From an optimization exercise on the open Yosys and OpenROAD flow, aimed at small area and few clock cycles per item; shortcuts taken in it are not production practice. The RTL was checked by simulation tests, not by an equivalence proof against the original design.

## flow/design.v (module list and top-level ports; edited modules follow where they fit)
// module pot_average_motor_servo_setpoint: 883 lines
module pot_average_motor_servo_setpoint (
    input  wire         i_clk,
    input  wire         i_rst_n,
    input  wire         i_in_valid,
    output logic        o_in_stall,
    input  wire  [19:0] i_in_item,
    output logic        o_out_valid,
    input  wire         i_out_stall,
    output logic [56:0] o_out_item
);
  // ...
==> flow/flow/run.sh <==
#!/bin/bash
# Layout flow: the standard synthesis and layout (standard.sh), with
#  - an inverter clean-up of the synthesized netlist around the full-adder cells
#    (polfix.py; full adders are self-dual, so inverters can be moved), checked
#    for combinational equivalence with yosys (registers unchanged); if the check
#    does not pass, the standard netlist is used as it is;
#  - port buffers of the smallest buffer cell (every port still gets one);
#  - a clock tree without dummy loads, with 8x clock buffers.
# Each tool writes its own log in this folder.
set -u
R=orfs/results/sky130hd/pot_average_motor_servo_setpoint/base
bash standard.sh synth > synth.log 2>&1 || exit 1
cp $R/1_2_yosys.v $R/1_2_yosys_std.v
if python3 flow/polfix.py $R/1_2_yosys_std.v polfix_out.v 6 > polfix.log 2>&1 \
   && python3 flow/cutff.py $R/1_2_yosys_std.v eq_gold.v >> polfix.log 2>&1 \
   && python3 flow/cutff.py polfix_out.v eq_gate.v >> polfix.log 2>&1 \
   && $FLOW_HOME/../tools/install/yosys/bin/yosys -q -l eq.log -p "
        read_liberty -ignore_miss_func $FLOW_HOME/platforms/sky130hd/lib/sky130_fd_sc_hd__tt_025C_1v80.lib
        read_verilog eq_gold.v; rename $FLOW_TOP gold
        read_verilog eq_gate.v; rename $FLOW_TOP gate
        hierarchy -check; flatten; opt_clean -purge
        miter -equiv -flatten -make_assert gold gate miter
        hierarchy -top miter
        sat -verify -prove-asserts miter" > eq_stdout.log 2>&1; then
  echo "polfix netlist proven equivalent; using it" >> polfix.log
  cp polfix_out.v $R/1_2_yosys.v
  rm -f $R/1_synth.odb $R/1_synth.sdc
else
  echo "polfix not used" >> polfix.log
fi
bash standard.sh \
  "BUFFER_PORTS_ARGS=-buffer_cell sky130_fd_sc_hd__buf_1" \
  "CTS_ARGS=-sink_clustering_enable -repair_clock_nets -dont_use_dummy_load -buf_list sky130_fd_sc_hd__clkbuf_8 -sink_clustering_size 20 -sink_clustering_max_diameter 60" \
  finish > standard.log 2>&1
==> flow/flow/cutff.py <==
"""Replace every flip-flop instance by ports: its Q net becomes an input, its other
input pins become outputs (named after the instance), so two netlists with the same
registers can be compared combinationally."""
import re, sys
src = open(sys.argv[1]).read()
cell_re = re.compile(r'^(\s*)(sky130_fd_sc_hd__(\w*df\w*|\w*dl\w*))\s+(\\\S+\s|\S+)\s*\((.*?)\);\n', re.S | re.M)
pin_re = re.compile(r'\.(\w+)\(([^()]*)\)')
ins, outs, assigns = [], [], []
def rep(m):
    name = re.sub(r'[^A-Za-z0-9_]', '_', m.group(4).strip())
    for p, n in pin_re.findall(m.group(5)):
        n = n.strip()
        if p == 'CLK': continue
        if p in ('Q', 'Q_N'):
            ins.append((f"q_{name}_{p}", n))
        else:
            outs.append((f"o_{name}_{p}", n))
    return ''
body = cell_re.sub(rep, src)
hdr_end = body.index(');', body.index('module ')) + 2
decl = ''.join(f"  input {a};\n" for a, n in ins) + ''.join(f"  output {a};\n" for a, n in outs)
conn = ''.join(f"  assign {n}{' ' if n.startswith(chr(92)) else ''} = {a};\n" for a, n in ins) + \
       ''.join(f"  assign {a} = {n}{' ' if n.startswith(chr(92)) else ''};\n" for a, n in outs)
hdr = body[:hdr_end]
hdr = hdr.replace(');', ', ' + ', '.join(a for a, n in ins + outs) + ');', 1) if False else hdr
# add ports to the port list
i = hdr.rindex(')')
hdr = hdr[:i] + ''.join(', ' + a for a, n in ins + outs) + hdr[i:]
open(sys.argv[2], 'w').write(hdr + decl + conn + body[hdr_end:])
==> flow/flow/polfix.py <==
#!/usr/bin/env python3
"""Polarity clean-up of a Yosys gate netlist (sky130), around adder cells.

Some cells can absorb a complement at their inputs and/or output for free or at a
lower area:  a full adder is self-dual, FA(~a,~b,~c) = (~sum, ~cout);  a half adder on
complemented inputs is xor2 + nor2 (same area);  and2/nand2/or2/nor2 swap into each
other by De Morgan.  This picks, for each such cell, the form that with the inverters
it needs has the least area (local search), removes every inverter and re-creates one
inverter per net that some pin needs complemented.  Registers, ports and all other
cells keep their names and functions.
usage: polfix.py IN.v OUT.v
"""
import re, sys, random
from collections import defaultdict

P = 'sky130_fd_sc_hd__'
A_INV = 3.7536
AREA = {'and2': 6.256, 'nand2': 3.7536, 'or2': 6.256, 'nor2': 3.7536}
# gate modes: (xi, xo) -> type; function of the (0,0) type
GATE_MODES = {
    'and2':  {(0, 0): 'and2', (0, 1): 'nand2', (1, 0): 'nor2', (1, 1): 'or2'},
    'nand2': {(0, 0): 'nand2', (0, 1): 'and2', (1, 0): 'or2', (1, 1): 'nor2'},
    'or2':   {(0, 0): 'or2', (0, 1): 'nor2', (1, 0): 'nand2', (1, 1): 'and2'},
    'nor2':  {(0, 0): 'nor2', (0, 1): 'or2', (1, 0): 'and2', (1, 1): 'nand2'},
}
OUTPIN = {'and2': 'X', 'or2': 'X', 'nand2': 'Y', 'nor2': 'Y'}
OUTS = {'X', 'Y', 'Q', 'Q_N', 'SUM', 'COUT', 'HI', 'LO'}

src = open(sys.argv[1]).read()
mod_start = src.index('module ')
body_start = src.index(');', mod_start) + 2
end = src.rindex('endmodule')
header, body, tail = src[:body_start], src[body_start:end], src[end:]
cell_re = re.compile(r'^(\s*)(sky130_fd_sc_hd__\w+)\s+(\\\S+\s|\S+)\s*\((.*?)\);\n', re.S | re.M)
pin_re = re.compile(r'\.(\w+)\(([^()]*)\)')

cells = []
for m in cell_re.finditer(body):
    pins = [(p, n.strip()) for p, n in pin_re.findall(m.group(4))]
    cells.append({'type': m.group(2)[len(P):], 'name': m.group(3).strip(), 'pins': pins, 'span': m.span()})

def base(t): return re.sub(r'_\d+$', '', t)
def netref(n): return n + ' ' if n.startswith('\\') else n

driver = {}
for i, c in enumerate(cells):
    for p, n in c['pins']:
        if p in OUTS and n:
            driver[n] = i

ports = set(re.findall(r'^\s*(?:output|input)\s+(?:\[[^\]]*\]\s*)?(\S+?);', header + body, re.M))
assigns = re.findall(r'^\s*assign\s+(.*?)\s*=\s*(.*?);', body, re.M)
pinned_names = set()
for lhs, rhs in assigns:
    for n in re.findall(r'\\\S+\s|[A-Za-z_][\w\[\]\.$]*', lhs + ' ' + rhs):
        pinned_names.add(n.strip())
def pinned(n):
    return n.split('[')[0].lstrip('\\') in ports or n in pinned_names or n.split('[')[0] in ports

def is_inv(i): return base(cells[i]['type']) in ('inv', 'clkinv')
# inverters that drive pinned nets stay (treated as fixed cells)
removable = set(i for i, c in enumerate(cells) if is_inv(i)
                and not pinned(dict(c['pins'])['Y']))

def root(n):
    pol = 0
    for _ in range(50):
        i = driver.get(n)
        if i is None or i not in removable:
            break
        n = dict(cells[i]['pins'])['A']; pol ^= 1
    return n, pol

# variable cells and their modes: list of (xi, xo, area)
var_of = {}
modes = []
for i, c in enumerate(cells):
    b = base(c['type'])
    outs = [n for p, n in c['pins'] if p in OUTS and n]
    if any(pinned(n) for n in outs):
        continue   # its output is a port or in an assign: keep as is
    if b == 'fa':
        var_of[i] = len(modes); modes.append([({'A': 0, 'B': 0, 'CIN': 0}, {'SUM': 0, 'COUT': 0}, 0.0),
                                              ({'A': 1, 'B': 1, 'CIN': 1}, {'SUM': 1, 'COUT': 1}, 0.0)])
    elif b == 'ha' and c['type'] == 'ha_1':
        ms = [({'A': 0, 'B': 0}, {'SUM': 0, 'COUT': 0}, 0.0)]
        for xi in (0, 1):
            for so in (0, 1):
                for co in (0, 1):
                    if (xi, so, co) == (0, 0, 0): continue
                    extra_area = 2.5024 if (xi, co) in ((0, 0), (1, 1)) else 0.0
                    ms.append(({'A': xi, 'B': xi}, {'SUM': so, 'COUT': co}, extra_area))
        var_of[i] = len(modes); modes.append(ms)
    elif b in GATE_MODES and c['type'].endswith(('_0', '_1')):
        ms = []
        for (xi, xo), t in GATE_MODES[b].items():
            ms.append(({'A': xi, 'B': xi}, {OUTPIN[b]: xo}, AREA[t] - AREA[b]))
        var_of[i] = len(modes); modes.append(ms)
    elif b in ('xor2', 'xnor2') and c['type'].endswith('_1'):
        ms = []
        for xa in (0, 1):
            for xb in (0, 1):
                for xo in (0, 1):
                    ms.append(({'A': xa, 'B': xb}, {('X' if b == 'xor2' else 'Y'): xo}, 0.0))
        var_of[i] = len(modes); modes.append(ms)

# consumer pins: every input pin of a non-removable cell
cons = []   # (cell, pin, root, pol)
for i, c in enumerate(cells):
    if i in removable:
        continue
    for p, n in c['pins']:
        if p in OUTS or not n or n.startswith("1'") or p == 'CLK':
            continue
        r, pol = root(n)
        cons.append((i, p, r, pol))
# pinned nets driven by removable... none (those inverters are fixed). Nets used by
# assigns/ports are consumers too: if such a net was driven through a removable
# inverter it would have been pinned, so nothing to add.

roots = sorted(set(r for _, _, r, _ in cons))
rid = {r: k for k, r in enumerate(roots)}
drv_var = [var_of.get(driver.get(r)) if driver.get(r) is not None else None for r in roots]
def outpin_of(i, n):
    for p, nn in cells[i]['pins']:
        if nn == n and p in OUTS: return p
drv_pin = [outpin_of(driver[r], r) if drv_var[k] is not None else None for k, r in enumerate(roots)]
cons_by_var_in = defaultdict(list)    # var -> consumer indices (its own input pins)
cons_by_var_out = defaultdict(list)   # var -> consumer indices reading its outputs
cinfo = []
cpin = [p for (i, p, r, pol) in cons]
for k, (i, p, r, pol) in enumerate(cons):
    cv = var_of.get(i)
    dv = drv_var[rid[r]]
    cinfo.append((cv, dv, rid[r], pol))
    if cv is not None: cons_by_var_in[cv].append(k)
    if dv is not None: cons_by_var_out[dv].append(k)

nv = len(modes)

def need_of(k, m):
    cv, dv, r, pol = cinfo[k]
    return pol ^ (modes[cv][m[cv]][0][cpin[k]] if cv is not None else 0) ^ (modes[dv][m[dv]][1][drv_pin[r]] if dv is not None else 0)

def full_cost(m):
    cnt = [0] * len(roots)
    for k in range(len(cinfo)):
        if need_of(k, m):
            cnt[cinfo[k][2]] += 1
    area = sum(modes[v][m[v]][2] for v in range(nv))
    return cnt, area + A_INV * sum(1 for x in cnt if x)

def move_delta(m, cnt, v, alt):
    cur = m[v]
    ks = set(cons_by_var_in[v]) | set(cons_by_var_out[v])
    delta = modes[v][alt][2] - modes[v][cur][2]
    changes = defaultdict(int)
    for k in ks:
        before = need_of(k, m)
        m[v] = alt
        after = need_of(k, m)
        m[v] = cur
        if before != after:
            changes[cinfo[k][2]] += (after - before)
    for r, dc in changes.items():
        delta += A_INV * (((cnt[r] + dc) > 0) - (cnt[r] > 0))
    return delta, ks

def apply(m, cnt, v, alt, ks):
    for k in ks:
        cnt[cinfo[k][2]] -= need_of(k, m)
    m[v] = alt
    for k in ks:
        cnt[cinfo[k][2]] += need_of(k, m)

def search(seed, steps=400000):
    """simulated annealing over cell modes"""
    rnd = random.Random(seed)
    m = [0] * nv
    cnt, cost = full_cost(m)
    best, bm = cost, list(m)
    T0, T1 = 4.0, 0.05
    for step in range(steps):
        T = T0 * (T1 / T0) ** (step / steps)
        v = rnd.randrange(nv)
        if len(modes[v]) < 2: continue
        alt = rnd.randrange(len(modes[v]) - 1)
        if alt >= m[v]: alt += 1
        d, ks = move_delta(m, cnt, v, alt)
        if d <= 0 or rnd.random() < pow(2.718281828, -d / T):
            apply(m, cnt, v, alt, ks)
            cost += d
            if cost < best - 1e-9:
                best, bm = cost, list(m)
    # greedy finish
    m = bm; cnt, cost = full_cost(m)
    improved = True
    while improved:
        improved = False
        for v in range(nv):
            for alt in range(len(modes[v])):
                if alt == m[v]: continue
                d, ks = move_delta(m, cnt, v, alt)
                if d < -1e-9:
                    apply(m, cnt, v, alt, ks); cost += d; improved = True
    return full_cost(m)[1], m

start_cost = full_cost([0] * nv)[1]
best, bm = search(0)
restarts = int(sys.argv[3]) if len(sys.argv) > 3 else 8
for s in range(1, restarts):
    c, m = search(s)
    if c < best - 1e-9:
        best, bm = c, m
print(f"polfix: {nv} flexible cells, {len(removable)} inverters; inverter+gate area {start_cost:.1f} -> {best:.1f} (relative)", file=sys.stderr)
if len(sys.argv) < 3:
    sys.exit(0)

# ---- rewrite ----
m = bm
invnet = {}
extra = []
def inv_of(r):
    if r not in invnet:
        k = len(invnet) + 1
        invnet[r] = f"_polinv{k}_"
        extra.append(f"  {P}inv_1 _polinv_cell{k}_ (\n    .A({netref(r)}),\n    .Y(_polinv{k}_)\n  );\n")
    return invnet[r]
newpin = {}
for k, (i, p, r, pol) in enumerate(cons):
    newpin[(i, p)] = inv_of(roots[cinfo[k][2]]) if need_of(k, m) else r

out = []
pos = 0
for i, c in enumerate(cells):
    s, e = c['span']
    out.append(body[pos:s]); pos = e
    if i in removable:
        continue
    pins = c['pins']
    conn = {p: newpin.get((i, p), n) for p, n in pins}
    t = c['type']; b = base(t)
    v = var_of.get(i)
    mode = modes[v][m[v]] if v is not None else (None, 0, 0)
    nm = c['name']
    def cell(tt, name, pl):
        return f"  {P}{tt} {name} (\n" + ",\n".join(f"    .{p}({netref(n)})" for p, n in pl) + "\n  );\n"
    if v is None or (not any(mode[0].values()) and not any(mode[1].values())):
        out.append(cell(t, nm, [(p, conn[p]) for p, _ in pins]))
    elif b in ('xor2', 'xnor2'):
        par = mode[0]['A'] ^ mode[0]['B'] ^ list(mode[1].values())[0] ^ (1 if b == 'xnor2' else 0)
        nt = 'xnor2' if par else 'xor2'
        out.append(cell(nt + '_1', nm, [('A', conn['A']), ('B', conn['B']), ('X' if nt == 'xor2' else 'Y', conn['X' if b == 'xor2' else 'Y'])]))
    elif b == 'fa':
        out.append(cell(t, nm, [(p, conn[p]) for p, _ in pins]))
    elif b == 'ha':
        clean = re.sub(r'[^A-Za-z0-9_]', '_', nm.lstrip('\\'))
        xi, so, co = mode[0]['A'], mode[1]['SUM'], mode[1]['COUT']
        if conn.get('SUM'):
            st = 'xnor2' if so else 'xor2'
            out.append(cell(st + '_1', f"{clean}_hx", [('A', conn['A']), ('B', conn['B']), ('Y' if so else 'X', conn['SUM'])]))
        if conn.get('COUT'):
            ct = {(0, 0): 'and2', (0, 1): 'nand2', (1, 0): 'nor2', (1, 1): 'or2'}[(xi, co)]
            out.append(cell(ct + '_1', f"{clean}_hc", [('A', conn['A']), ('B', conn['B']), (OUTPIN[ct], conn['COUT'])]))
    else:
        nt = GATE_MODES[b][(mode[0]['A'], mode[1][OUTPIN[b]])]
        o = conn[OUTPIN[b]]
        out.append(cell(nt + '_1', nm, [('A', conn['A']), ('B', conn['B']), (OUTPIN[nt], o)]))
out.append(body[pos:])
nb = ''.join(f"  wire _polinv{k}_;\n" for k in range(1, len(invnet) + 1)) + ''.join(out) + ''.join(extra)
open(sys.argv[2], 'w').write(header + nb + tail)
print(f"polfix: removed {len(removable)} inverters, added {len(invnet)}", file=sys.stderr)
==> flow/standard.sh <==
#!/bin/bash
# synth_recipe.tcl (not shown) runs the flow's synth.tcl, then flattens the netlist and writes it again
# the make line also repeats each setting of config.mk as NAME=value (left out here)
make -C /OpenROAD-flow-scripts/flow DESIGN_CONFIG=/design/flow/config.mk WORK_HOME=/design/flow/orfs CLKGATE_MAP_FILE= SYNTH_SCRIPT=/design/flow/synth_recipe.tcl "${@:-finish}"
==> flow/config.mk <==
export PLATFORM = sky130hd
export DESIGN_NAME = pot_average_motor_servo_setpoint
export DESIGN_NICKNAME = pot_average_motor_servo_setpoint
export VERILOG_FILES = /design/flow/design.v
export SDC_FILE = /design/flow/constraint.sdc
export NUM_CORES = 4
export LEC_CHECK = 0
export CAP_MARGIN = 20
export CORE_MARGIN = 2
export CORE_UTILIZATION = 40
export SLEW_MARGIN = 20
==> flow/constraint.sdc <==
create_clock -name core_clock -period 10.0 [get_ports {i_clk}]
set_input_delay 2.0000 -clock core_clock [delete_from_list [all_inputs] [get_ports {i_clk}]]
set_output_delay 2.0000 -clock core_clock [all_outputs]
set_load 0.01 [all_outputs]
==> impl_metrics.env, run 1 <==
export IMPL_cts_max_level=1
export IMPL_worst_slew_margin_rel_pct=33.8
export IMPL_tightest_slew_ps=993
export IMPL_multi_input_comb_area_um2=4220
export IMPL_buffer_area_share_pct=4.64
export IMPL_numClockSinks=233
export IMPL_antenna_found_initial=0
export IMPL_status="no timing/DRC/antenna violations"
export IMPL_synth_area_per_cell_um2=16.0
export IMPL_holdWs_ps=391
export IMPL_post_route_period_util_pct=96.6
export IMPL_largest_register="r_cell"
export IMPL_track_usage_pct=11.8
export IMPL_grt_start_max_net_pins=73
export IMPL_tap_cells=378
export IMPL_ant_nets=0
export IMPL_cp_max_fo=4
export IMPL_stdcell_count=1156
export IMPL_end_kind="output pin"
export IMPL_filler_cell_count=2456
export IMPL_reg2reg_depth=21
export IMPL_grt_use_met2_pct=18.7
export IMPL_place_area_um2=11700
export IMPL_syn_area_um2=11200
export IMPL_crit_chain="buf_4 -> fa_1 -> fa_1 -> fa_1 -> fa_2 -> fa_1 -> fa_1 -> fa_2 -> fa_2 -> buf_4 -> xor2_4 -> xnor2_2 -> nand2_1 -> fa_1 -> ha_1 -> fa_2 -> fa_1 -> ha_1 -> fa_2 -> fa_1 -> inv_2 -> maj3_1 -> inv_1 -> buf_1"
export IMPL_setup_violations=0
export IMPL_dieArea_um2=29400
export IMPL_multi_input_gates=370
export IMPL_row_count=61
export IMPL_die_w_um=171
export IMPL_crit_slowest_cell="fa_2"
export IMPL_wl_met3_um=578
export IMPL_seq_cells=233
Testbench counts, summed over its fixed seeds: cycles 16,016, items 16,000.
==> inputs of run 2 (changes only) <==
--- a/flow/design.v
+++ b/flow/design.v
@@ -27,18 +27,18 @@
             r_cell[0] <= i_in_item;
             for (int i = 1; i < WINDOW; i++) r_cell[i] <= r_cell[i-1];
         end
     end
     assign full     = (r_fill == 4'(WINDOW));
     assign take_old = accept && full;
     assign new_s    = accept ? i_in_item[19:10] : 10'd0;
     assign new_a    = accept ? i_in_item[9:0]   : 10'd0;
-    assign nold_s   = take_old ? ~r_cell[WINDOW-1][19:10] : 10'd0;
-    assign nold_a   = take_old ? ~r_cell[WINDOW-1][9:0]   : 10'd0;
+    assign nold_s   = ~(r_cell[WINDOW-1][19:10] & {10{take_old}});
+    assign nold_a   = ~(r_cell[WINDOW-1][9:0]   & {10{take_old}});
     always_ff @(posedge i_clk) begin
         if (!i_rst_n) begin
             r_fill  <= '0;
             r_valid <= 1'b0;
         end else begin
             r_valid <= accept || (r_valid && i_out_stall);
             if (accept && !full) r_fill <= r_fill + 4'd1;
         end
@@ -473,26 +473,26 @@
     assign h_13 = r_ssum[6] ^ new_s[6] ^ nold_s[6];
     assign h_14 = (r_ssum[6] & new_s[6]) | (r_ssum[6] & nold_s[6]) | (new_s[6] & nold_s[6]);
     assign h_15 = r_ssum[7] ^ new_s[7] ^ nold_s[7];
     assign h_16 = (r_ssum[7] & new_s[7]) | (r_ssum[7] & nold_s[7]) | (new_s[7] & nold_s[7]);
     assign h_17 = r_ssum[8] ^ new_s[8] ^ nold_s[8];
     assign h_18 = (r_ssum[8] & new_s[8]) | (r_ssum[8] & nold_s[8]) | (new_s[8] & nold_s[8]);
     assign h_19 = r_ssum[9] ^ new_s[9] ^ nold_s[9];
     assign h_20 = (r_ssum[9] & new_s[9]) | (r_ssum[9] & nold_s[9]) | (new_s[9] & nold_s[9]);
-    assign h_21 = h_20 ^ r_ssum[10] ^ take_old;
-    assign h_22 = (h_20 & r_ssum[10]) | (h_20 & take_old) | (r_ssum[10] & take_old);
-    assign h_23 = h_22 ^ r_ssum[11] ^ take_old;
-    assign h_24 = (h_22 & r_ssum[11]) | (h_22 & take_old) | (r_ssum[11] & take_old);
-    assign h_25 = h_24 ^ r_ssum[12] ^ take_old;
-    assign h_26 = (h_24 & r_ssum[12]) | (h_24 & take_old) | (r_ssum[12] & take_old);
-    assign h_27 = h_26 ^ r_ssum[13] ^ take_old;
-    assign h_28 = (h_26 & r_ssum[13]) | (h_26 & take_old) | (r_ssum[13] & take_old);
-    assign h_29 = h_1 ^ take_old;
-    assign h_30 = h_1 & take_old;
+    assign h_21 = h_20 ^ r_ssum[10] ^ 1'b1;
+    assign h_22 = (h_20 & r_ssum[10]) | (h_20 & 1'b1) | (r_ssum[10] & 1'b1);
+    assign h_23 = h_22 ^ r_ssum[11] ^ 1'b1;
+    assign h_24 = (h_22 & r_ssum[11]) | (h_22 & 1'b1) | (r_ssum[11] & 1'b1);
+    assign h_25 = h_24 ^ r_ssum[12] ^ 1'b1;
+    assign h_26 = (h_24 & r_ssum[12]) | (h_24 & 1'b1) | (r_ssum[12] & 1'b1);
+    assign h_27 = h_26 ^ r_ssum[13] ^ 1'b1;
+    assign h_28 = (h_26 & r_ssum[13]) | (h_26 & 1'b1) | (r_ssum[13] & 1'b1);
+    assign h_29 = h_1 ^ 1'b1;
+    assign h_30 = h_1 & 1'b1;
     assign h_31 = h_2 ^ h_3 ^ h_30;
     assign h_32 = (h_2 & h_3) | (h_2 & h_30) | (h_3 & h_30);
     assign h_33 = h_4 ^ h_5 ^ h_32;
     assign h_34 = (h_4 & h_5) | (h_4 & h_32) | (h_5 & h_32);
     assign h_35 = h_6 ^ h_7 ^ h_34;
     assign h_36 = (h_6 & h_7) | (h_6 & h_34) | (h_7 & h_34);
     assign h_37 = h_8 ^ h_9 ^ h_36;
     assign h_38 = (h_8 & h_9) | (h_8 & h_36) | (h_9 & h_36);
@@ -529,26 +529,26 @@
     assign h_69 = r_asum[6] ^ new_a[6] ^ nold_a[6];
     assign h_70 = (r_asum[6] & new_a[6]) | (r_asum[6] & nold_a[6]) | (new_a[6] & nold_a[6]);
     assign h_71 = r_asum[7] ^ new_a[7] ^ nold_a[7];
     assign h_72 = (r_asum[7] & new_a[7]) | (r_asum[7] & nold_a[7]) | (new_a[7] & nold_a[7]);
     assign h_73 = r_asum[8] ^ new_a[8] ^ nold_a[8];
     assign h_74 = (r_asum[8] & new_a[8]) | (r_asum[8] & nold_a[8]) | (new_a[8] & nold_a[8]);
     assign h_75 = r_asum[9] ^ new_a[9] ^ nold_a[9];
     assign h_76 = (r_asum[9] & new_a[9]) | (r_asum[9] & nold_a[9]) | (new_a[9] & nold_a[9]);
-    assign h_77 = h_76 ^ r_asum[10] ^ take_old;
-    assign h_78 = (h_76 & r_asum[10]) | (h_76 & take_old) | (r_asum[10] & take_old);
-    assign h_79 = h_78 ^ r_asum[11] ^ take_old;
-    assign h_80 = (h_78 & r_asum[11]) | (h_78 & take_old) | (r_asum[11] & take_old);
-    assign h_81 = h_80 ^ r_asum[12] ^ take_old;
-    assign h_82 = (h_80 & r_asum[12]) | (h_80 & take_old) | (r_asum[12] & take_old);
-    assign h_83 = h_82 ^ r_asum[13] ^ take_old;
-    assign h_84 = (h_82 & r_asum[13]) | (h_82 & take_old) | (r_asum[13] & take_old);
-    assign h_85 = h_57 ^ take_old;
-    assign h_86 = h_57 & take_old;
+    assign h_77 = h_76 ^ r_asum[10] ^ 1'b1;
+    assign h_78 = (h_76 & r_asum[10]) | (h_76 & 1'b1) | (r_asum[10] & 1'b1);
+    assign h_79 = h_78 ^ r_asum[11] ^ 1'b1;
+    assign h_80 = (h_78 & r_asum[11]) | (h_78 & 1'b1) | (r_asum[11] & 1'b1);
+    assign h_81 = h_80 ^ r_asum[12] ^ 1'b1;
+    assign h_82 = (h_80 & r_asum[12]) | (h_80 & 1'b1) | (r_asum[12] & 1'b1);
+    assign h_83 = h_82 ^ r_asum[13] ^ 1'b1;
+    assign h_84 = (h_82 & r_asum[13]) | (h_82 & 1'b1) | (r_asum[13] & 1'b1);
+    assign h_85 = h_57 ^ 1'b1;
+    assign h_86 = h_57 & 1'b1;
     assign h_87 = h_58 ^ h_59 ^ h_86;
     assign h_88 = (h_58 & h_59) | (h_58 & h_86) | (h_59 & h_86);
     assign h_89 = h_60 ^ h_61 ^ h_88;
     assign h_90 = (h_60 & h_61) | (h_60 & h_88) | (h_61 & h_88);
     assign h_91 = h_62 ^ h_63 ^ h_90;
     assign h_92 = (h_62 & h_63) | (h_62 & h_90) | (h_63 & h_90);
     assign h_93 = h_64 ^ h_65 ^ h_92;
     assign h_94 = (h_64 & h_65) | (h_64 & h_92) | (h_65 & h_92);
==> flow/flow/run.sh (replaced) <==
#!/bin/bash
# Layout flow: the standard synthesis and layout (standard.sh), with
#  - an inverter clean-up of the synthesized netlist (polfix.py): full adders are
#    self-dual, half adders and 2-input and/or gates can take complemented inputs
#    by De Morgan, so inverters can be moved or dropped; the result is checked for
#    combinational equivalence with yosys (registers unchanged) and, if the check
#    does not pass, the standard netlist is used as it is;
#  - port buffers of the smallest buffer cell (every port still gets one);
#  - a clock tree without dummy loads, with 8x clock buffers in clusters of up to 18.
# Each tool writes its own log in this folder.
set -u
R=orfs/results/sky130hd/pot_average_motor_servo_setpoint/base
bash standard.sh synth > synth.log 2>&1 || exit 1
cp $R/1_2_yosys.v $R/1_2_yosys_std.v
if python3 flow/polfix.py $R/1_2_yosys_std.v polfix_out.v 6 > polfix.log 2>&1 \
   && python3 flow/cutff.py $R/1_2_yosys_std.v eq_gold.v >> polfix.log 2>&1 \
   && python3 flow/cutff.py polfix_out.v eq_gate.v >> polfix.log 2>&1 \
   && $FLOW_HOME/../tools/install/yosys/bin/yosys -q -l eq.log -p "
        read_liberty -ignore_miss_func $FLOW_HOME/platforms/sky130hd/lib/sky130_fd_sc_hd__tt_025C_1v80.lib
        read_verilog eq_gold.v; rename $FLOW_TOP gold
        read_verilog eq_gate.v; rename $FLOW_TOP gate
        hierarchy -check; flatten; opt_clean -purge
        miter -equiv -flatten -make_assert gold gate miter
        hierarchy -top miter
        sat -verify -prove-asserts miter" > eq_stdout.log 2>&1; then
  echo "polfix netlist proven equivalent; using it" >> polfix.log
  cp polfix_out.v $R/1_2_yosys.v
  rm -f $R/1_synth.odb $R/1_synth.sdc
else
  echo "polfix not used" >> polfix.log
fi
bash standard.sh \
  "BUFFER_PORTS_ARGS=-buffer_cell sky130_fd_sc_hd__buf_1" \
  "CTS_ARGS=-sink_clustering_enable -repair_clock_nets -dont_use_dummy_load -buf_list sky130_fd_sc_hd__clkbuf_8 -sink_clustering_size 18 -sink_clustering_max_diameter 55" \
  finish > standard.log 2>&1
--- a/flow/flow/polfix.py
+++ b/flow/flow/polfix.py
@@ -80,33 +80,26 @@
     if any(pinned(n) for n in outs):
         continue   # its output is a port or in an assign: keep as is
     if b == 'fa':
         var_of[i] = len(modes); modes.append([({'A': 0, 'B': 0, 'CIN': 0}, {'SUM': 0, 'COUT': 0}, 0.0),
                                               ({'A': 1, 'B': 1, 'CIN': 1}, {'SUM': 1, 'COUT': 1}, 0.0)])
     elif b == 'ha' and c['type'] == 'ha_1':
         ms = [({'A': 0, 'B': 0}, {'SUM': 0, 'COUT': 0}, 0.0)]
         for xi in (0, 1):
-            for so in (0, 1):
+            for so in (0,):
                 for co in (0, 1):
                     if (xi, so, co) == (0, 0, 0): continue
                     extra_area = 2.5024 if (xi, co) in ((0, 0), (1, 1)) else 0.0
                     ms.append(({'A': xi, 'B': xi}, {'SUM': so, 'COUT': co}, extra_area))
         var_of[i] = len(modes); modes.append(ms)
     elif b in GATE_MODES and c['type'].endswith(('_0', '_1')):
         ms = []
         for (xi, xo), t in GATE_MODES[b].items():
             ms.append(({'A': xi, 'B': xi}, {OUTPIN[b]: xo}, AREA[t] - AREA[b]))
-        var_of[i] = len(modes); modes.append(ms)
-    elif b in ('xor2', 'xnor2') and c['type'].endswith('_1'):
-        ms = []
-        for xa in (0, 1):
-            for xb in (0, 1):
-                for xo in (0, 1):
-                    ms.append(({'A': xa, 'B': xb}, {('X' if b == 'xor2' else 'Y'): xo}, 0.0))
         var_of[i] = len(modes); modes.append(ms)
 
 # consumer pins: every input pin of a non-removable cell
 cons = []   # (cell, pin, root, pol)
 for i, c in enumerate(cells):
     if i in removable:
         continue
     for p, n in c['pins']:
==> impl_metrics.env, run 2 <==
export IMPL_status="no timing/DRC/antenna violations"
export IMPL_drv_cap=0
export IMPL_ant_nets=0
export IMPL_synth_area_per_cell_um2=15.5
export IMPL_final_nets=948
export IMPL_cts_max_path_buffers=3
export IMPL_drt_iter0_drc=411
export IMPL_diodes=0
export IMPL_dieArea_um2=29200
export IMPL_placed_cells_incl_taps=1141
export IMPL_period_needed_ps=9690
export IMPL_grt_pass1_vias=5274
export IMPL_fp_dieH_um=171
export IMPL_arrival_ps=7690
export IMPL_gp_congestion=0.813
export IMPL_io_buffers=82
export IMPL_stdcell_count=1170
export IMPL_wl_per_cell_um=13.9
export IMPL_syn_area_um2=11200
export IMPL_grt_first_pass_wirelength_um=26700
export IMPL_hold_viol=0
export IMPL_largest_reg_flops=200
export IMPL_setup_violations=0
export IMPL_row_count=61
export IMPL_cts_root_buf="clkbuf_8"
export IMPL_skew_ps=116
export IMPL_tightest_slew_ps=956
export IMPL_vias=5146
export IMPL_cts_max_level=1
export IMPL_numCtsBuffers=23
export IMPL_tns_ps=0
export IMPL_viasPerCell=4.40
export IMPL_rsz0062_at_grt="true"
export IMPL_syn_num_nets=872
export IMPL_overflow=0
export IMPL_initial_core_util_pct=40.4
export IMPL_largestRegisters="r_cell (200), r_asum (14), r_ssum (14)"
export IMPL_holdCritPathClass="reg -> reg"
export IMPL_layout_common_cells="edfxtp_1 (200), fa_1 (84), buf_1 (80)"
export IMPL_finalMaxSlewViolations=0
export IMPL_max_freq_mhz=103
export IMPL_path_class="reg -> out"
export IMPL_drt_wl_total_um=16300
export IMPL_yosysWarningCount=2
export IMPL_numClockSinks=233
export IMPL_end_kind="output pin"
export IMPL_die_w_um=171
export IMPL_worstSetupStartpointType="flip-flop"
export IMPL_clock_latency_ps=560
export IMPL_post_route_period_util_pct=96.9
export IMPL_core_um2=27600
export IMPL_place_ws_ps=64.1
export IMPL_post_route_drc_count=0
export IMPL_clkSlewWorstSetupHoldPaths_ps=100
export IMPL_io_pins=83
export IMPL_first_pass_iters=4
export IMPL_largest_register="r_cell"
export IMPL_netlist_instances=718
export IMPL_holdWs_ps=370
export IMPL_final_common_cell="edfxtp_1"
export IMPL_area_delta_synth_final_pct=9.42
export IMPL_hpwl_um=11800
export IMPL_tritoncts="built"
export IMPL_antenna_found_initial=0
export IMPL_setup_ws_ps=314
export IMPL_required_ps=8000
export IMPL_ctsHoldBuffers=0
export IMPL_layout_drive_gt1_share_pct=12.9
export IMPL_grt_start_max_net_pins=110
export IMPL_worst_slew_margin_rel_pct=36.3
export IMPL_final_util_pct=44.2
export IMPL_cp_max_fo=5
export IMPL_track_usage_pct=11.6
## run 2: path summary, 6_finish.rpt
| check | slack, ps | end | start | cells after the start |
|---|---|---|---|---|
| setup / recovery | 310 | o_out_item[23] | r_ssum[5] | 24 |
| hold / removal | 370 | r_cell[2][13] | r_cell[1][13] | 0 |
| setup reg to reg | 3720 | r_ssum[13] | r_fill[0] | 22 |
| hold reg to reg | 370 | r_cell[2][13] | r_cell[1][13] | 0 |
## run 2: worst max-delay path: stages (launching register included)
cell and delay [ps]:
dfxtp_4 370, inv_1 70, fa_1 500, fa_1 540, fa_1 420, ha_2 200
fa_2 340, fa_2 350, fa_1 490, inv_2 70, nand2_1 60, fa_2 340
fa_2 340, fa_2 340, fa_1 520, inv_2 60, xnor2_2 140, ha_1 340
fa_2 400, fa_2 370, fa_2 380, nor2_2 100, xor2_1 180, xnor2_1 130
buf_2 140
## run 2: area by class of cell
cell class | instances | area, um^2
fill | 2548 | 15400
sequential | 233 | 6680
multi-input combinational | 358 | 3950
timing repair buffer | 110 | 533
tap | 378 | 473
clock buffer | 23 | 317
inverter | 68 | 255
## run 2: per-layer routing
layer | vias to the layer above | routed length [um] | part of all wire (%) | GRT usage (%)
met4 | 0 | 318 | 2.0 | 3.10
met5 | - | 0 | 0 | 0
met3 | 24 | 806 | 4.9 | 2.01
met2 | 115 | 6760 | 42 | 17.1
met1 | 2538 | 8400 | 52 | 17.8
li1 | 2469 | - | - | -
## run 2: repair_timing
item / CTS / global route
resized for setup: 26 / 23
gates cloned: 0 / 0
buffers inserted: 2 / 4
setup endpoints to repair: 7 / 6
pin swaps: 3 / 19
## run 2: per-stage QoR
stage | cell area, um^2
global route | 12200
finish | 12200
CTS | 12100
detailed placement | 11700
global placement | 11700
floorplan | 11200
Testbench counts of run 2, summed over its fixed seeds: cycles 16,016, items 16,000.
==> inputs of run 3 (changes only) <==
--- a/flow/flow/polfix.py
+++ b/flow/flow/polfix.py
@@ -85,7 +85,7 @@
     elif b == 'ha' and c['type'] == 'ha_1':
         ms = [({'A': 0, 'B': 0}, {'SUM': 0, 'COUT': 0}, 0.0)]
         for xi in (0, 1):
-            for so in (0,):
+            for so in (0, 1):
                 for co in (0, 1):
                     if (xi, so, co) == (0, 0, 0): continue
                     extra_area = 2.5024 if (xi, co) in ((0, 0), (1, 1)) else 0.0
@@ -95,6 +95,13 @@
         ms = []
         for (xi, xo), t in GATE_MODES[b].items():
             ms.append(({'A': xi, 'B': xi}, {OUTPIN[b]: xo}, AREA[t] - AREA[b]))
+        var_of[i] = len(modes); modes.append(ms)
+    elif b in ('xor2', 'xnor2') and c['type'].endswith('_1'):
+        ms = []
+        for xa in (0, 1):
+            for xb in (0, 1):
+                for xo in (0, 1):
+                    ms.append(({'A': xa, 'B': xb}, {('X' if b == 'xor2' else 'Y'): xo}, 0.0))
         var_of[i] = len(modes); modes.append(ms)
 
 # consumer pins: every input pin of a non-removable cell
==> impl_metrics.env, run 3 <==
export IMPL_status="no timing/DRC/antenna violations"
export IMPL_drt_wl_total_um=17400
export IMPL_skew_ps=64.4
export IMPL_post_route_period_util_pct=96.9
export IMPL_cts_root_buf="clkbuf_8"
export IMPL_grt_start_max_net_pins=65
export IMPL_largest_reg_flops=200
export IMPL_wl_met1_um=8660
export IMPL_tns_ps=0
export IMPL_ctsHoldBuffers=0
export IMPL_r2r_start="r_valid"
export IMPL_top_layer_used="met4"
export IMPL_clkSlewWorstSetupHoldPaths_ps=100
export IMPL_finalMaxSlewViolations=0
export IMPL_path_class="reg -> out"
export IMPL_worst_slew_margin_rel_pct=48.2
export IMPL_netlist_instances=712
export IMPL_cp_max_fo=6
export IMPL_end_kind="output pin"
export IMPL_hold_viol=0
export IMPL_required_ps=8000
export IMPL_reg2reg_depth=19
export IMPL_yosysWarningCount=2
export IMPL_wl_per_cell_um=14.9
export IMPL_holdCritPathClass="reg -> reg"
export IMPL_setup_ws_ps=312
export IMPL_dr_wl_met2_um=7810
export IMPL_fp_dieH_um=170
export IMPL_wl_met3_um=655
export IMPL_clock_latency_ps=530
export IMPL_overflow=0
export IMPL_io_buffers=82
export IMPL_tritoncts="built"
export IMPL_crit_slowest_cell="fa_2"
export IMPL_diodes=0
export IMPL_worstReg2RegEnd="r_ssum[13]"
export IMPL_final_nets=944
export IMPL_drt_iter0_drc=284
export IMPL_r2r_setup_slack_ps=3570
export IMPL_tightest_slew_ps=777
export IMPL_grt_first_pass_wirelength_um=28000
export IMPL_largest_register="r_cell"
export IMPL_crit_chain="fa_1 -> fa_1 -> fa_1 -> or2_1 -> fa_2 -> fa_2 -> fa_1 -> ha_2 -> fa_2 -> fa_2 -> fa_2 -> xnor2_2 -> xnor2_1 -> ha_1 -> a211oi_1 -> inv_1 -> fa_2 -> fa_2 -> fa_2 -> ha_2 -> xnor2_2 -> xor2_1 -> buf_2"
export IMPL_max_freq_mhz=103
export IMPL_numClockSinks=233
export IMPL_place_ws_ps=91.7
export IMPL_cp_endpoint="o_out_item[23]"
export IMPL_setup_violations=0
export IMPL_viasPerCell=4.46
export IMPL_layout_drive_gt1_share_pct=15.5
export IMPL_row_count=60
export IMPL_numCtsBuffers=19
export IMPL_hpwl_um=12500
export IMPL_syn_area_um2=11100
export IMPL_cts_max_level=1
export IMPL_die_w_um=170
export IMPL_syn_num_nets=854
export IMPL_dieArea_um2=29000
export IMPL_largestRegisters="r_cell (200), r_asum (14), r_ssum (14)"
export IMPL_cts_max_path_buffers=3
export IMPL_gp_congestion=0.837
export IMPL_area_delta_synth_final_pct=10.8
export IMPL_vias=5225
export IMPL_final_common_cell="edfxtp_1"
export IMPL_holdWs_ps=384
export IMPL_post_route_drc_count=0
export IMPL_grt_pass1_vias=5374
export IMPL_drv_cap=0
export IMPL_arrival_ps=7690
export IMPL_synth_area_per_cell_um2=15.6
export IMPL_track_usage_pct=12.3
export IMPL_slowest_delay_ps=580
export IMPL_ant_nets=0
export IMPL_period_needed_ps=9690
export IMPL_worstSetupStartpointType="flip-flop"
export IMPL_antenna_found_initial=0
export IMPL_core_um2=27100
export IMPL_layout_common_cells="edfxtp_1 (200), buf_1 (80), fa_1 (79)"
export IMPL_crit_path_start="r_ssum[3]"
export IMPL_initial_core_util_pct=40.9
export IMPL_io_pins=83
export IMPL_first_pass_iters=4
export IMPL_cp_common_cell="fa_2"
## run 3: how the worst min path moves through the flow
stage | startpoint | endpoint | slack, ps | cells after the start
finish | r_cell[2][5] | r_cell[3][5] | 380 | 0
global placement | r_cell[2][19] | r_cell[3][19] | 400 | 0
global route | r_cell[2][5] | r_cell[3][5] | 380 | 0
detailed placement | r_cell[0][16] | r_cell[1][16] | 400 | 0
floorplan | r_cell[0][0] | r_cell[1][0] | 400 | 0
CTS | r_cell[2][5] | r_cell[3][5] | 380 | 0
## run 3: final cells by class
cell class              instances  area, um^2
well taps                     372         465
fillers                      2410       14800
multi-input cells             371        4030
flip-flops and latches        233        6680
inverters                      49         184
clock buffers                  19         262
repair buffers                128         656
## run 3: worst max-delay path, delay by kind of cell, from the launching register on
family / cells / cell delay [ps]
DFF: 1 / 390
adders and majority gates: 15 / 5620
AOI/OAI and AO/OA: 1 / 160
and+or+nand+nor: 1 / 270
buffers and inverters: 2 / 230
xor gates and xnor gates: 4 / 540
## run 3: metal layers
metal,track usage (%),vias up
li1,-,2484
met1,17.9,2612
met2,19.2,110
met3,1.63,19
met4,3.72,0
met5,0,-
## run 3: through the flow
| stage | cells | utilization [%] | cell area [um^2] |
|---|---|---|---|
| finish | 1172 | 45.3 | 12300 |
| global route | 1172 | 45.3 | 12300 |
| CTS | 1166 | 44.7 | 12100 |
| detailed placement | 1134 | 43.0 | 11600 |
| global placement | 1134 | 43.0 | 11600 |
| floorplan | 712 | - | 11100 |
## run 3: repair_timing
action                     in CTS  in global routing
buffers inserted               13                  6
hold endpoints to repair        0                  0
cloned                          0                  0
setup endpoints to repair       6                  5
pin swaps                      16                 32
resized for setup              32                 30
==> inputs of run 4 (changes only) <==
--- a/flow/flow/polfix.py
+++ b/flow/flow/polfix.py
@@ -80,28 +80,13 @@
     if any(pinned(n) for n in outs):
         continue   # its output is a port or in an assign: keep as is
     if b == 'fa':
-        var_of[i] = len(modes); modes.append([({'A': 0, 'B': 0, 'CIN': 0}, {'SUM': 0, 'COUT': 0}, 0.0),
-                                              ({'A': 1, 'B': 1, 'CIN': 1}, {'SUM': 1, 'COUT': 1}, 0.0)])
-    elif b == 'ha' and c['type'] == 'ha_1':
-        ms = [({'A': 0, 'B': 0}, {'SUM': 0, 'COUT': 0}, 0.0)]
-        for xi in (0, 1):
-            for so in (0, 1):
-                for co in (0, 1):
-                    if (xi, so, co) == (0, 0, 0): continue
-                    extra_area = 2.5024 if (xi, co) in ((0, 0), (1, 1)) else 0.0
-                    ms.append(({'A': xi, 'B': xi}, {'SUM': so, 'COUT': co}, extra_area))
-        var_of[i] = len(modes); modes.append(ms)
+        var_of[i] = len(modes); modes.append([(0, 0, 0.0), (1, 1, 0.0)])
+    elif b == 'ha':
+        var_of[i] = len(modes); modes.append([(0, 0, 0.0), (1, 0, 0.0)])
     elif b in GATE_MODES and c['type'].endswith(('_0', '_1')):
         ms = []
         for (xi, xo), t in GATE_MODES[b].items():
-            ms.append(({'A': xi, 'B': xi}, {OUTPIN[b]: xo}, AREA[t] - AREA[b]))
-        var_of[i] = len(modes); modes.append(ms)
-    elif b in ('xor2', 'xnor2') and c['type'].endswith('_1'):
-        ms = []
-        for xa in (0, 1):
-            for xb in (0, 1):
-                for xo in (0, 1):
-                    ms.append(({'A': xa, 'B': xb}, {('X' if b == 'xor2' else 'Y'): xo}, 0.0))
+            ms.append((xi, xo, AREA[t] - AREA[b]))
         var_of[i] = len(modes); modes.append(ms)
 
 # consumer pins: every input pin of a non-removable cell
@@ -121,14 +106,9 @@
 roots = sorted(set(r for _, _, r, _ in cons))
 rid = {r: k for k, r in enumerate(roots)}
 drv_var = [var_of.get(driver.get(r)) if driver.get(r) is not None else None for r in roots]
-def outpin_of(i, n):
-    for p, nn in cells[i]['pins']:
-        if nn == n and p in OUTS: return p
-drv_pin = [outpin_of(driver[r], r) if drv_var[k] is not None else None for k, r in enumerate(roots)]
 cons_by_var_in = defaultdict(list)    # var -> consumer indices (its own input pins)
 cons_by_var_out = defaultdict(list)   # var -> consumer indices reading its outputs
 cinfo = []
-cpin = [p for (i, p, r, pol) in cons]
 for k, (i, p, r, pol) in enumerate(cons):
     cv = var_of.get(i)
     dv = drv_var[rid[r]]
@@ -140,7 +120,7 @@
 
 def need_of(k, m):
     cv, dv, r, pol = cinfo[k]
-    return pol ^ (modes[cv][m[cv]][0][cpin[k]] if cv is not None else 0) ^ (modes[dv][m[dv]][1][drv_pin[r]] if dv is not None else 0)
+    return pol ^ (modes[cv][m[cv]][0] if cv is not None else 0) ^ (modes[dv][m[dv]][1] if dv is not None else 0)
 
 def full_cost(m):
     cnt = [0] * len(roots)
@@ -241,29 +221,22 @@
     conn = {p: newpin.get((i, p), n) for p, n in pins}
     t = c['type']; b = base(t)
     v = var_of.get(i)
-    mode = modes[v][m[v]] if v is not None else (None, 0, 0)
+    mode = modes[v][m[v]] if v is not None else (0, 0, 0)
     nm = c['name']
     def cell(tt, name, pl):
         return f"  {P}{tt} {name} (\n" + ",\n".join(f"    .{p}({netref(n)})" for p, n in pl) + "\n  );\n"
-    if v is None or (not any(mode[0].values()) and not any(mode[1].values())):
+    if v is None or mode[:2] == (0, 0):
         out.append(cell(t, nm, [(p, conn[p]) for p, _ in pins]))
-    elif b in ('xor2', 'xnor2'):
-        par = mode[0]['A'] ^ mode[0]['B'] ^ list(mode[1].values())[0] ^ (1 if b == 'xnor2' else 0)
-        nt = 'xnor2' if par else 'xor2'
-        out.append(cell(nt + '_1', nm, [('A', conn['A']), ('B', conn['B']), ('X' if nt == 'xor2' else 'Y', conn['X' if b == 'xor2' else 'Y'])]))
     elif b == 'fa':
         out.append(cell(t, nm, [(p, conn[p]) for p, _ in pins]))
     elif b == 'ha':
         clean = re.sub(r'[^A-Za-z0-9_]', '_', nm.lstrip('\\'))
-        xi, so, co = mode[0]['A'], mode[1]['SUM'], mode[1]['COUT']
         if conn.get('SUM'):
-            st = 'xnor2' if so else 'xor2'
-            out.append(cell(st + '_1', f"{clean}_hx", [('A', conn['A']), ('B', conn['B']), ('Y' if so else 'X', conn['SUM'])]))
+            out.append(cell('xor2_1', f"{clean}_hx", [('A', conn['A']), ('B', conn['B']), ('X', conn['SUM'])]))
         if conn.get('COUT'):
-            ct = {(0, 0): 'and2', (0, 1): 'nand2', (1, 0): 'nor2', (1, 1): 'or2'}[(xi, co)]
-            out.append(cell(ct + '_1', f"{clean}_hc", [('A', conn['A']), ('B', conn['B']), (OUTPIN[ct], conn['COUT'])]))
+            out.append(cell('nor2_1', f"{clean}_hc", [('A', conn['A']), ('B', conn['B']), ('Y', conn['COUT'])]))
     else:
-        nt = GATE_MODES[b][(mode[0]['A'], mode[1][OUTPIN[b]])]
+        nt = GATE_MODES[b][mode[:2]]
         o = conn[OUTPIN[b]]
         out.append(cell(nt + '_1', nm, [('A', conn['A']), ('B', conn['B']), (OUTPIN[nt], o)]))
 out.append(body[pos:])
==> impl_metrics.env, run 4 <==
export IMPL_hpwl_um=12000
export IMPL_cts_max_level=1
export IMPL_slowest_delay_ps=550
export IMPL_crit_path_start="r_ssum[3]"
export IMPL_viasPerCell=4.42
export IMPL_io_pins=83
export IMPL_arrival_ps=7770
export IMPL_ctsHoldBuffers=0
export IMPL_first_pass_iters=4
export IMPL_place_area_um2=11800
export IMPL_netlist_instances=714
export IMPL_fp_dieH_um=171
export IMPL_post_route_drc_count=0
export IMPL_clock_latency_ps=520
export IMPL_min_from="r_cell[3][5]"
export IMPL_numCtsBuffers=22
export IMPL_r2r_setup_slack_ps=3190
export IMPL_ant_nets=0
export IMPL_largest_reg_flops=200
export IMPL_placed_cells_incl_taps=1141
export IMPL_place_ws_ps=34.5
export IMPL_largest_register="r_cell"
export IMPL_r2r_start="r_fill[0]"
export IMPL_stdcell_count=1168
export IMPL_reg2reg_depth=23
export IMPL_path_delay_family="adder cells"
export IMPL_track_usage_pct=11.5
export IMPL_final_common_cell="edfxtp_1"
export IMPL_synth_area_per_cell_um2=15.7
export IMPL_die_w_um=171
export IMPL_design_area_um2=12200
export IMPL_cp_endpoint="o_out_item[23]"
export IMPL_holdCritPathClass="reg -> reg"
export IMPL_skew_ps=48.4
export IMPL_period_needed_ps=9770
export IMPL_worst_slew_margin_rel_pct=34.0
export IMPL_status="no timing/DRC/antenna violations"
export IMPL_post_route_period_util_pct=97.7
export IMPL_syn_num_nets=880
export IMPL_tritoncts="built"
export IMPL_layout_common_cells="edfxtp_1 (200), fa_1 (82), buf_1 (79)"
export IMPL_cp_common_cell="fa_2"
export IMPL_worstSetupStartpointType="flip-flop"
export IMPL_core_um2=27600
export IMPL_area_delta_synth_final_pct=9.25
export IMPL_clkSlewWorstSetupHoldPaths_ps=100
export IMPL_max_freq_mhz=102
export IMPL_overflow=0
export IMPL_cp_max_fo=4
export IMPL_end_kind="output pin"
export IMPL_path_class="reg -> out"
export IMPL_hold_viol=0
export IMPL_initial_core_util_pct=40.5
export IMPL_layout_drive_gt1_share_pct=13.2
export IMPL_worstReg2RegEnd="r_ssum[13]"
export IMPL_tightest_slew_ps=989
export IMPL_dieArea_um2=29300
export IMPL_syn_area_um2=11200
export IMPL_tns_ps=0
export IMPL_cts_max_path_buffers=3
export IMPL_io_buffers=82
export IMPL_drt_iter0_drc=227
export IMPL_required_ps=8000
export IMPL_largestRegisters="r_cell (200), r_asum (14), r_ssum (14)"
export IMPL_grt_first_pass_wirelength_um=26300
export IMPL_drv_cap=0
export IMPL_setup_ws_ps=230
export IMPL_diodes=0
export IMPL_vias=5158
export IMPL_final_nets=958
export IMPL_final_util_pct=44.2
export IMPL_rsz0062_at_grt="true"
export IMPL_finalMaxSlewViolations=0
export IMPL_drt_wl_total_um=16400
export IMPL_grt_start_max_net_pins=55
export IMPL_numClockSinks=233
export IMPL_yosysWarningCount=2
export IMPL_grt_pass1_vias=5126
export IMPL_crit_slowest_cell="fa_1"
export IMPL_row_count=61
export IMPL_wl_per_cell_um=14.0
export IMPL_path_buf_inv=5
export IMPL_setup_violations=0
export IMPL_antenna_found_initial=0
export IMPL_worst_path_stages=25
export IMPL_cts_root_buf="clkbuf_8"
export IMPL_holdWs_ps=384
export IMPL_gp_congestion=0.844
[run 4: worst min-delay path by stage]
stage | endpoint | cells past startpoint
floorplan | r_cell[1][0] | 0
global placement | r_cell[3][0] | 0
detailed placement | r_cell[2][8] | 0
CTS | r_cell[4][5] | 0
global route | r_cell[5][1] | 0
finish | r_cell[4][5] | 0
[run 4: per-layer routing]
metal  global-route usage (%)  up-vias  wire length (um)
met2                     16.6      118              6690
li1                         -     2469                 -
met5                        0        -                 0
met1                     18.0     2544              8570
met4                     3.46        0               347
met3                     1.73       27               785
[run 4: repair_timing]
| item | CTS | global route |
|---|---|---|
| gates resized for setup | 28 | 22 |
| endpoints found under the setup margin | 6 | 4 |
| pin swaps | 5 | 11 |
| buffers inserted | 2 | 3 |
[run 4: final cells by class]
| cell class | count | area [um^2] |
|---|---|---|
| flip-flops and latches | 233 | 6680 |
| well taps | 378 | 473 |
| inverters | 75 | 284 |
| repair buffers | 113 | 544 |
| fillers | 2510 | 15400 |
| multi-input cells | 347 | 3940 |
| clock buffers | 22 | 303 |
[run 4: worst reg2reg max path: cells and delay by family, from the launching register on]
kind | cells | cell delay [ps]
simple gates | 6 | 1290
fa+ha+maj | 12 | 4440
xor+xnor | 2 | 210
flops | 1 | 320
buf+inv | 3 | 430
==> inputs of run 5 (changes only) <==
--- a/flow/flow/run.sh
+++ b/flow/flow/run.sh
@@ -1,12 +1,11 @@
 #!/bin/bash
 # Layout flow: the standard synthesis and layout (standard.sh), with
-#  - an inverter clean-up of the synthesized netlist (polfix.py): full adders are
-#    self-dual, half adders and 2-input and/or gates can take complemented inputs
-#    by De Morgan, so inverters can be moved or dropped; the result is checked for
-#    combinational equivalence with yosys (registers unchanged) and, if the check
+#  - an inverter clean-up of the synthesized netlist around the full-adder cells
+#    (polfix.py; full adders are self-dual, so inverters can be moved), checked
+#    for combinational equivalence with yosys (registers unchanged); if the check
 #    does not pass, the standard netlist is used as it is;
 #  - port buffers of the smallest buffer cell (every port still gets one);
-#  - a clock tree without dummy loads, with 8x clock buffers in clusters of up to 18.
+#  - a clock tree without dummy loads, with 8x clock buffers.
 # Each tool writes its own log in this folder.
 set -u
 R=orfs/results/sky130hd/pot_average_motor_servo_setpoint/base
==> impl_metrics.env, run 5 <==
export IMPL_largest_register="r_cell"
export IMPL_row_count=61
export IMPL_rsz0062_at_grt="true"
export IMPL_layout_common_cells="edfxtp_1 (200), fa_1 (82), buf_1 (79)"
export IMPL_yosysWarningCount=2
export IMPL_ant_nets=0
export IMPL_status="no timing/DRC/antenna violations"
export IMPL_tritoncts="built"
export IMPL_hold_viol=0
export IMPL_cts_max_path_buffers=3
export IMPL_skew_ps=48.4
export IMPL_path_class="reg -> out"
export IMPL_synth_area_per_cell_um2=15.7
export IMPL_numCtsBuffers=22
export IMPL_largest_reg_flops=200
export IMPL_worstSetupStartpointType="flip-flop"
export IMPL_first_pass_iters=4
export IMPL_io_pins=83
export IMPL_max_freq_mhz=102
export IMPL_viasPerCell=4.42
export IMPL_end_kind="output pin"
export IMPL_dieArea_um2=29300
export IMPL_post_route_drc_count=0
export IMPL_tightest_slew_ps=989
export IMPL_drt_iter0_drc=227
export IMPL_period_needed_ps=9770
export IMPL_largestRegisters="r_cell (200), r_asum (14), r_ssum (14)"
export IMPL_grt_first_pass_wirelength_um=26300
export IMPL_holdPathStages=0
export IMPL_track_usage_pct=11.5
export IMPL_vias=5158
export IMPL_gp_congestion=0.844
export IMPL_worstReg2RegEnd="r_ssum[13]"
export IMPL_syn_num_nets=880
export IMPL_r2r_start="r_fill[0]"
export IMPL_holdCritPathClass="reg -> reg"
export IMPL_worst_slew_margin_rel_pct=34.0
export IMPL_netlist_instances=714
export IMPL_grt_start_max_net_pins=55
export IMPL_initial_core_util_pct=40.5
export IMPL_crit_path_start="r_ssum[3]"
export IMPL_finalMaxSlewViolations=0
export IMPL_cts_max_level=1
export IMPL_drt_wl_total_um=16400
export IMPL_ctsHoldBuffers=0
export IMPL_arrival_ps=7770
export IMPL_area_delta_synth_final_pct=9.25
export IMPL_fp_dieH_um=171
export IMPL_die_w_um=171
export IMPL_setup_violations=0
export IMPL_diodes=0
export IMPL_clock_latency_ps=520
export IMPL_reg2reg_depth=23
export IMPL_overflow=0
export IMPL_min_from="r_cell[3][5]"
export IMPL_final_common_cell="edfxtp_1"
export IMPL_required_ps=8000
export IMPL_post_route_period_util_pct=97.7
export IMPL_clkSlewWorstSetupHoldPaths_ps=100
export IMPL_r2r_setup_slack_ps=3190
export IMPL_syn_area_um2=11200
export IMPL_wl_per_cell_um=14.0
export IMPL_grt_pass1_vias=5126
export IMPL_io_buffers=82
export IMPL_min_to="r_cell[4][5]"
export IMPL_hpwl_um=12000
export IMPL_final_util_pct=44.2
export IMPL_antenna_found_initial=0
export IMPL_numClockSinks=233
export IMPL_final_nets=958
export IMPL_cp_max_fo=4
export IMPL_core_um2=27600
export IMPL_cts_root_buf="clkbuf_8"
export IMPL_layout_drive_gt1_share_pct=13.2
export IMPL_drv_cap=0
## run 5: metrics by stage
stage | setup WS, ps | hold WS (ps) | cells | setup TNS, ps | area (um^2)
6_report | 230 | 384 | 1168 | 0 | 12200
5_1_grt | -65.8 | 393 | 1168 | -65.8 | 12200
4_1_cts | 24.2 | 389 | 1165 | 0 | 12100
3_5_place_dp | 34.5 | 405 | 1141 | 0 | 11800
3_3_place_gp | 106 | 400 | 1141 | 0 | 11800
2_1_floorplan | 262 | 400 | 714 | 0 | 11200
## run 5: timing repair
action | CTS | global route
pin swaps | 5 | 11
endpoints found under the setup margin | 6 | 4
gates cloned | 0 | 0
setup buffers | 2 | 3
resized for setup | 28 | 22
endpoints found under the hold margin | 0 | 0
## run 5: final cells by class
| class | count | area (um^2) |
|---|---|---|
| clock buffers | 22 | 303 |
| fillers | 2510 | 15400 |
| inverters | 75 | 284 |
| multi-input cells | 347 | 3940 |
| flip-flops and latches | 233 | 6680 |
| well taps | 378 | 473 |
| repair buffers | 113 | 544 |
## run 5: critical path, cell delays in order (launching register included)
cell	delay [ps]
dfxtp_4	370
inv_4	50
fa_1	550
fa_1	430
fa_1	450
ha_2	210
fa_2	390
fa_2	400
fa_1	470
inv_1	60
ha_1	130
inv_1	50
fa_2	330
fa_2	340
fa_2	340
fa_1	520
inv_2	70
xnor2_2	140
ha_1	330
fa_2	370
fa_2	360
fa_2	390
nor2_2	100
xor2_1	170
xnor2_1	130
buf_2	140
## run 5: worst max path at each step
stage | end | slack, ps | depth (start not counted)
after detailed placement | o_out_item[23] | 30 | 25
after global placement | o_out_item[23] | 110 | 25
after global routing | o_out_item[23] | -70 | 25
after floorplan | o_out_item[23] | 260 | 25
after CTS | o_out_item[12] | 20 | 32
final | o_out_item[23] | 230 | 25
## run 5: routing by layer
| metal | track usage, % | share of wire (%) |
|---|---|---|
| met4 | 3.46 | 2.1 |
| met5 | 0 | 0 |
| met2 | 16.6 | 41 |
| met1 | 18.0 | 52 |
| met3 | 1.73 | 4.8 |

==> separate check: timing with driven ports <==
Ports are ideal in the flow. The routed layouts listed here were re-timed in OpenROAD. Step 1 sets driving cells, clkbuf_16 on the clock port and buf_2 on the other inputs (assumed; they add their load-dependent delay and slew). Step 2, shift: input delay + t, output delay - t, t = (earliest + latest rising clock arrival at the registers) / 2. This alone moves slack from input paths to output paths. Slacks: ideal / step 1 / step 2; pairs: ideal / step 1.
run	t, ns	setup slack, ns	latest minus earliest clock arrival (ns)	pins driven straight from the clock port
run 1	0.525	0.340 / 0.302 / 0.827	0.067 / 0.068	1
run 2	0.540	0.314 / 0.275 / 0.815	0.116 / 0.116	1
run 3	0.532	0.312 / 0.272 / 0.805	0.064 / 0.065	1
run 4	0.540	0.230 / 0.193 / 0.733	0.057 / 0.058	1
run 5	0.540	0.230 / 0.193 / 0.733	0.057 / 0.058	1
After both steps every run listed still meets setup and hold.
